What follows belongs to an exercise in optimizing a design on an open flow for small area and a short achievable clock period; a production flow would make more cautious choices. In this exercise RTL edits were held to simulation tests only and were not proved equivalent to the original. Power is estimated from default activity; no workload was simulated.

==> module pkt_counter, before the edit <==
module pkt_counter (
    input  logic        clk,
    input  logic        clr,
    input  logic        ld_h,
    input  logic        ld_l,
    input  logic [31:0] wd,
    input  logic        inc,
    output logic [63:0] count
);
    logic [63:0] count_n;
    wire a_h = !clr && ld_h;
    wire a_l = !clr && ld_l;
    wire b_h = !clr && !ld_h;
    wire b_l = !clr && !ld_l;
    count_next #(.N(8), .ONES(1'b1)) u_next (
        .inc(inc),
        .blk({{4{ld_l}}, {4{ld_h}}}),
        .a  ({{4{a_h}}, {4{a_l}}}),
        .b  ({{4{b_h}}, {4{b_l}}}),
        .d  ({wd, wd}),
        .q  (count),
        .n  (count_n)
    );
    always_ff @(posedge clk) begin
        count <= count_n;
    end
endmodule
==> module group_en, before the edit <==
module group_en #(
    parameter int N = 8
) (
    input  logic         inc,
    input  logic [N-1:0] blk,
    input  logic [N-1:0] all,
    output logic [N-1:0] g
);
    logic [N-1:0] low;
    always_comb begin
        logic p;
        p = 1'b1;
        for (int k = 0; k < N; k++) begin
            low[k] = p;
            p = p & all[k];
        end
    end
    assign g = {N{inc}} & ~blk & low;
endmodule
==> module count_next, before the edit <==
module count_next #(
    parameter int N    = 8,
    parameter bit ONES = 1'b1
) (
    input  logic           inc,
    input  logic [N-1:0]   blk,
    input  logic [N-1:0]   a,
    input  logic [N-1:0]   b,
    input  logic [8*N-1:0] d,
    input  logic [8*N-1:0] q,
    output logic [8*N-1:0] n
);
    logic [N-1:0]   all, g;
    logic [8*N-1:1] pre;
    group_en #(.N(N)) u_ge (.inc(inc), .blk(blk), .all(all), .g(g));
    genvar k, j;
    for (k = 0; k < N; k++) begin : g_grp
        prefix8 #(.ONES(ONES)) u_p (.q(q[8*k +: 8]), .pre(pre[8*k+2 +: 6]), .all(all[k]));
        assign pre[8*k+1] = ONES ? q[8*k] : ~q[8*k];
        step_bit0 u_s0 (
            .a(a[k]), .b(b[k]), .d(d[8*k]), .q(q[8*k]), .g(g[k]), .n(n[8*k])
        );
        logic [7:1] t_n;
        tgate8 u_t (.g(g[k]), .pre(pre[8*k+1 +: 7]), .t_n(t_n));
        for (j = 1; j < 8; j++) begin : g_bit
            step_bitn u_s (
                .a(a[k]), .b(b[k]), .d(d[8*k+j]), .q(q[8*k+j]), .t_n(t_n[j]), .n(n[8*k+j])
            );
        end
    end
endmodule
==> module ctl_regs, before the edit <==
module ctl_regs (
    input  logic         clk,
    input  logic         resetn,
    input  logic [31:0]  wd,
    input  logic         w_base_h,
    input  logic         w_base_l,
    input  logic         w_size_h,
    input  logic         w_size_l,
    input  logic         w_loop,
    input  logic         w_pause,
    input  logic         w_reset,
    output logic [127:0] pci,
    output logic         loopback,
    output logic         pause_pci,
    output logic         rst_run
);
    localparam logic [9:0] LFSR_SEED = 10'h001;
    localparam logic [9:0] LFSR_LAST = 10'h3d6;
    logic [127:0] pci_q, pci_n;
    wire  [3:0]   we  = {w_base_h, w_base_l, w_size_h, w_size_l};
    genvar k;
    for (k = 0; k < 4; k++) begin : g_pci
        ld_word #(.W(32)) u_w (
            .a (resetn & we[k]),
            .b (resetn & ~we[k]),
            .d (wd),
            .q (pci_q[32*k +: 32]),
            .n (pci_n[32*k +: 32])
        );
    end
    always_ff @(posedge clk) begin
        pci_q <= pci_n | {31'd0, !resetn, 63'd0, !resetn, 32'd0};
    end
    assign pci = pci_q;
    always_ff @(posedge clk) begin
        if (!resetn)     loopback <= 1'b0;
        else if (w_loop) loopback <= wd[0];
    end
    logic [31:0] pause_count, pause_n;
    count_next #(.N(4), .ONES(1'b0)) u_pause (
        .inc(pause_pci),
        .blk({4{w_pause}}),
        .a  ({4{resetn & w_pause}}),
        .b  ({4{resetn & ~w_pause}}),
        .d  (wd),
        .q  (pause_count),
        .n  (pause_n)
    );
    always_ff @(posedge clk) begin
        pause_count <= pause_n;
        pause_pci   <= resetn && (w_pause ? (wd != 32'd0) : (pause_count[31:1] != 31'd0));
    end
    logic [9:0] rst_lfsr;
    always_ff @(posedge clk) begin
        if (w_reset) rst_lfsr <= LFSR_SEED;
        else         rst_lfsr <= {rst_lfsr[8:0], rst_lfsr[9] ^ rst_lfsr[6]};
        if (!resetn)                               rst_run <= 1'b0;
        else if (w_reset)                          rst_run <= 1'b1;
        else if (rst_run && rst_lfsr == LFSR_LAST) rst_run <= 1'b0;
    end
endmodule
export LEC_CHECK = 0
export CAP_MARGIN = 20
export CORE_MARGIN = 2
export CORE_UTILIZATION = 40
export CTS_BUF_LIST = sky130_fd_sc_hd__clkbuf_8
export CTS_CLUSTER_DIAMETER = 60
export CTS_CLUSTER_SIZE = 14
export SETUP_SLACK_MARGIN = 2.8
export SLEW_MARGIN = 20
export SYNTH_HIERARCHICAL = 1
export SYNTH_MINIMUM_KEEP_SIZE = 0
create_clock -name core_clock -period 5.0 [get_ports {clk}]
standard.sh (not shown) runs the stock make flow with config.mk's settings and CLKGATE_MAP_FILE= SYNTH_SCRIPT=/design/flow/synth_recipe.tcl, a recipe that flattens the netlist after the stock synthesis.
==> flow/flow/run.sh <==
#!/bin/bash
# Standard layout, with every port buffered by the smallest buffer
# instead of the resizer's default pick (a delay cell on sky130hd).
set -euo pipefail
export BUFFER_PORTS_ARGS="-buffer_cell sky130_fd_sc_hd__buf_1"
bash standard.sh > standard_flow.log 2>&1
The starting point ran to the end with no violations.
==> next run, changes <==
--- a/flow/design.v
+++ b/flow/design.v
@@ -134,9 +134,9 @@
     wire b_h = !clr && !ld_h;
     wire b_l = !clr && !ld_l;
     count_next #(.N(8), .ONES(1'b1)) u_next (
         .inc(inc),
-        .blk({{4{ld_l}}, {4{ld_h}}}),
+        .ok ({{4{!ld_l}}, {4{!ld_h}}}),
         .a  ({{4{a_h}}, {4{a_l}}}),
         .b  ({{4{b_h}}, {4{b_l}}}),
         .d  ({wd, wd}),
         .q  (count),
@@ -262,9 +262,9 @@
 module group_en #(
     parameter int N = 8
 ) (
     input  logic         inc,
-    input  logic [N-1:0] blk,
+    input  logic [N-1:0] ok,
     input  logic [N-1:0] all,
     output logic [N-1:0] g
 );
     logic [N-1:0] low;
@@ -275,25 +275,25 @@
             low[k] = p;
             p = p & all[k];
         end
     end
-    assign g = {N{inc}} & ~blk & low;
+    assign g = {N{inc}} & ok & low;
 endmodule
 module count_next #(
     parameter int N    = 8,
     parameter bit ONES = 1'b1
 ) (
     input  logic           inc,
-    input  logic [N-1:0]   blk,
+    input  logic [N-1:0]   ok,
     input  logic [N-1:0]   a,
     input  logic [N-1:0]   b,
     input  logic [8*N-1:0] d,
     input  logic [8*N-1:0] q,
     output logic [8*N-1:0] n
 );
     logic [N-1:0]   all, g;
     logic [8*N-1:1] pre;
-    group_en #(.N(N)) u_ge (.inc(inc), .blk(blk), .all(all), .g(g));
+    group_en #(.N(N)) u_ge (.inc(inc), .ok(ok), .all(all), .g(g));
     genvar k, j;
     for (k = 0; k < N; k++) begin : g_grp
         prefix8 #(.ONES(ONES)) u_p (.q(q[8*k +: 8]), .pre(pre[8*k+2 +: 6]), .all(all[k]));
         assign pre[8*k+1] = ONES ? q[8*k] : ~q[8*k];
@@ -349,9 +349,9 @@
     end
     logic [31:0] pause_count, pause_n;
     count_next #(.N(4), .ONES(1'b0)) u_pause (
         .inc(pause_pci),
-        .blk({4{w_pause}}),
+        .ok ({4{~w_pause}}),
         .a  ({4{resetn & w_pause}}),
         .b  ({4{resetn & ~w_pause}}),
         .d  (wd),
         .q  (pause_count),
Outcome: Worst hold slack hardly moves. Setup slack got worse by 0.027 ns. Die area is about the same. Power shrinks by about 2.2%. Wire length barely changes. Global-route usage grows by 0.11 points. Via count hardly moves. Maximum frequency shrinks by 1.1%. Synthesized area stays flat. Count of clock-buffer cells in the layout shrinks by 1. Sequential share of layout area shrinks by 0.42 points. Cell count is about the same. Non-clock buffer count shrinks by 17.

what the ideal ports hide:
How much do the figures lean on ideal ports? The routed layouts below were timed once more, with nothing changed but the port constraints. Step 1 sets driving cells, clkbuf_16 on the clock port and buf_2 on the other inputs (assumed; they add their load-dependent delay and slew). Step 2 moves the port delays by t, midway between the first and last clock arrival at a register: inputs arrive t later, outputs are due t later. That takes back most of the time a late clock gives input paths. a / b / c = ideal ports / drivers / drivers and shift; a / b = the first two.
run | t, ns | setup WS [ns] | worst slew at a driven data input, ns | pins driven straight from the clock port
the first run | 0.667 | 2.657 / 2.605 / 2.096 | 0.09 | 1
the second run | 0.649 | 2.630 / 2.564 / 2.055 | 0.10 | 1
After both steps every run listed still meets setup and hold. For the second run, which loses most, drivers alone change the setup slack by -0.066 ns; drivers and shift together by -0.575 ns.
